This design comes from an exercise in tuning for small area, a short achievable clock period and few clock cycles per item on the open sky130 flow, not from production work. Function was checked by simulation only, so behaviour that the tests miss may differ from the original. Power figures rest on the tool's default switching activity, not on a simulated workload.

## lane 3
## cpu_top
module cpu_top #(
  parameter int addr_w = 12
) (
  input  logic                       clk,
  input  logic                       rst_n,
  output logic                       io_stall,
  output logic                       mem_req,
  output logic                       mem_we,
  output logic [addr_w:0]            mem_addr,
  output logic [cpu_pkg::data_w-1:0] mem_wdata,
  input  logic                       mem_ack,
  input  logic [cpu_pkg::data_w-1:0] mem_rdata
);
  localparam int dw = cpu_pkg::data_w;
  logic              q_data;    
  logic              q_ld;      
  logic [addr_w-1:0] fa;        
  logic              ir_v;
  logic [15:0]       ir;
  logic              ir_jd;     
  logic              ir_f;      
  logic [dw-1:0]     op_a;      
  logic [dw-1:0]     op_b;      
  logic [15:0]       rv;        
  logic [dw-1:0]     t_a [0:15];    
  logic [dw-1:0]     t_b [0:15];
  logic [dw-1:0]     rd_a, rd_b;
  logic [2:0]        pend;      
  logic              m2;
  logic [3:0]        wb_rt;
  logic [dw-1:0]     cs_x, cs_y, cs_z, cs_x_d, cs_y_d, cs_z_d;
  logic [dw-1:0]     cs_s, cs_c;
  logic [2:0]        op;
  logic [3:0]        rs, rt, rd;
  logic              is_load, is_store, is_mem, is_alu, is_mul, is_beq, is_jump;
  logic              uses_rs, uses_rt;
  logic              adv, f_busy, ld_busy, wbusy, hazard, ex, redir, arr, w_jump, w_beqs, w_wait;
  logic [addr_w-1:0] w_tgt;
  logic              nxt_data, nxt_none, nxt_fetch;
  logic [addr_w-1:0] beq_tgt, fetch_nx, fa_inc;
  logic [dw-1:0]     alu_out, alu_sum;
  logic              alu_sub, alu_lt;
  logic              ir_sub;    
  logic              ld_wr, alu_wr, wr_en;
  logic [3:0]        wr_idx;
  logic [dw-1:0]     wr_data;
  logic [3:0]        idx_a, idx_b;
  logic              r_e, r_d, r_one, r_two;
  logic [2:0]        p_dec, p_nxt;
  logic              io_stall_q;    
  assign op       = ir[15:13];
  assign rs       = ir[12:9];
  assign rt       = ir[8:5];
  assign rd       = ir[4:1];
  assign is_load  = (op == 3'b010);
  assign is_store = (op == 3'b011);
  assign is_mem   = (op[2:1] == 2'b01);
  ...
Size: ~2,300 cells after synthesis, ~0.025 mm2 of cells after synthesis.
export LEC_CHECK = 0
export CAP_MARGIN = 20
export CORE_MARGIN = 2
export CORE_UTILIZATION = 55
export SETUP_SLACK_MARGIN = 4.5
export SLEW_MARGIN = 20
create_clock -name core_clock -period 8.0 [get_ports {clk}]
run.sh (not shown) runs the stock make flow with config.mk's settings and CLKGATE_MAP_FILE= SYNTH_SCRIPT=/design/flow/synth_recipe.tcl, a recipe that flattens the netlist after the stock synthesis.
Testbench counts of lane 3, summed over its fixed seeds: cycles 33,391, instrs 24,000.
What lane 1 does differently from lane 3 at the input level:
--- a/flow/design.v
+++ b/flow/design.v
@@ -456,13 +456,12 @@
   logic              adv, f_busy, ld_busy, wbusy, hazard, ex, redir, arr, w_jump, w_beqs, w_wait;
   logic [addr_w-1:0] w_tgt;
   logic              nxt_data, nxt_none, nxt_fetch;
   logic [addr_w-1:0] beq_tgt, fetch_nx, fa_inc;
   logic [dw-1:0]     alu_out, alu_sum;
   logic              alu_sub, alu_lt;
-  logic              ir_sub;    
   logic              ld_wr, alu_wr, wr_en;
   logic [3:0]        wr_idx;
   logic [dw-1:0]     wr_data;
   logic [3:0]        idx_a, idx_b;
   logic              r_e, r_d, r_one, r_two;
   logic [2:0]        p_dec, p_nxt;
@@ -492,13 +491,13 @@
   assign w_jump = (mem_rdata[15:13] == 3'b101);
   assign w_beqs = (mem_rdata[15:13] == 3'b100) && (mem_rdata[12:9] == mem_rdata[8:5]);
   assign w_tgt  = w_jump ? mem_rdata[12:1] : fa + addr_w'($signed(mem_rdata[4:0])) + addr_w'(1);
   assign w_wait = (mem_rdata[15:14] == 2'b00) ||
                   (mem_rdata[15] ^ mem_rdata[14]) && (mem_rdata[12:9] == rd) ||
                   ((mem_rdata[15:13] == 3'b011) || (mem_rdata[15:13] == 3'b100)) && (mem_rdata[8:5] == rd);
-  assign alu_sub = ir_sub;
+  assign alu_sub = op[0] || ir[0];
   assign alu_sum = op_a + (op_b ^ {dw{alu_sub}}) + dw'(alu_sub);
   assign alu_lt  = (op_a[dw-1] ^ op_b[dw-1]) ? op_a[dw-1] : alu_sum[dw-1];
   assign alu_out = op[0] ? {{(dw-1){1'b0}}, alu_lt} : alu_sum;
   mul16_cs u_mul (.a(op_a), .b(op_b), .x(cs_x_d), .y(cs_y_d), .z(cs_z_d));
   always_ff @(posedge clk) begin
     cs_x <= cs_x_d;
@@ -601,13 +600,12 @@
   always_ff @(posedge clk) begin
     if (adv) begin
       if (nxt_data && is_load) wb_rt <= rt;
       if (ex && is_mul)        wb_rt <= rd;
       if (arr) begin
         ir    <= mem_rdata;
-        ir_sub <= mem_rdata[13] || mem_rdata[0];
         ir_jd <= (w_jump || w_beqs) && nxt_fetch;
         ir_f  <= nxt_fetch;
       end else begin
         ir_f  <= ir_f || nxt_fetch;
       end
     end
Notes after the runs:
Lane 1: all stages complete, timing, DRC and antenna checks passed. Synthesized cell count: lane 1 vs lane 3 up 9. Compared with lane 3, lane 1 shows a count of buffering cells on the critical path with inverters included that is 1 higher. Row total power: lane 1 higher / lane 3 lower. Status: die area parity (lane 1, lane 3). [lane 1 vs lane 3] utilization after layout: higher in lane 1. Any difference in initial cell density of the core between lane 1 and lane 3 is small enough to ignore. The share of the final layout cell area in multi-input gates of lane 3 and that of lane 1 are within noise of each other. Diff lane 3 -> lane 1 | data required time at the worst endpoint | decrease of 0.14 ns.
Testbench counts of lane 1, summed over its fixed seeds: cycles 33,391, instrs 24,000.

[static timing again, ports no longer ideal]
How much do the figures lean on ideal ports? The routed layouts below were timed once more, with nothing changed but the port constraints. Step 1 (the two cells are an assumption about what drives the block):
set clk [get_ports {clk}]
set_driving_cell -lib_cell sky130_fd_sc_hd__clkbuf_16 $clk
set_driving_cell -lib_cell sky130_fd_sc_hd__buf_2 [delete_from_list [all_inputs] $clk]
Step 2 times the ports against the registers' clock, not the clock port: input delays grow and output delays shrink by t, the midpoint of the rising clock arrivals with the driver on. Slacks: no drivers / after step 1 / after step 2; pairs: no drivers / after step 1.
| run | t (ns) | slack for setup (ns) | slew at the worst register clock pin (ns) |
|---|---|---|---|
| lane 3 | 0.659 | 4.549 / 4.575 / 3.924 | 0.07 / 0.07 |
| lane 1 | 0.659 | 4.498 / 4.498 / 3.883 | 0.07 / 0.07 |
After both steps setup and hold are still met in every run listed. For lane 3, which loses most, drivers alone change the setup slack by +0.026 ns; drivers and shift together by -0.625 ns.
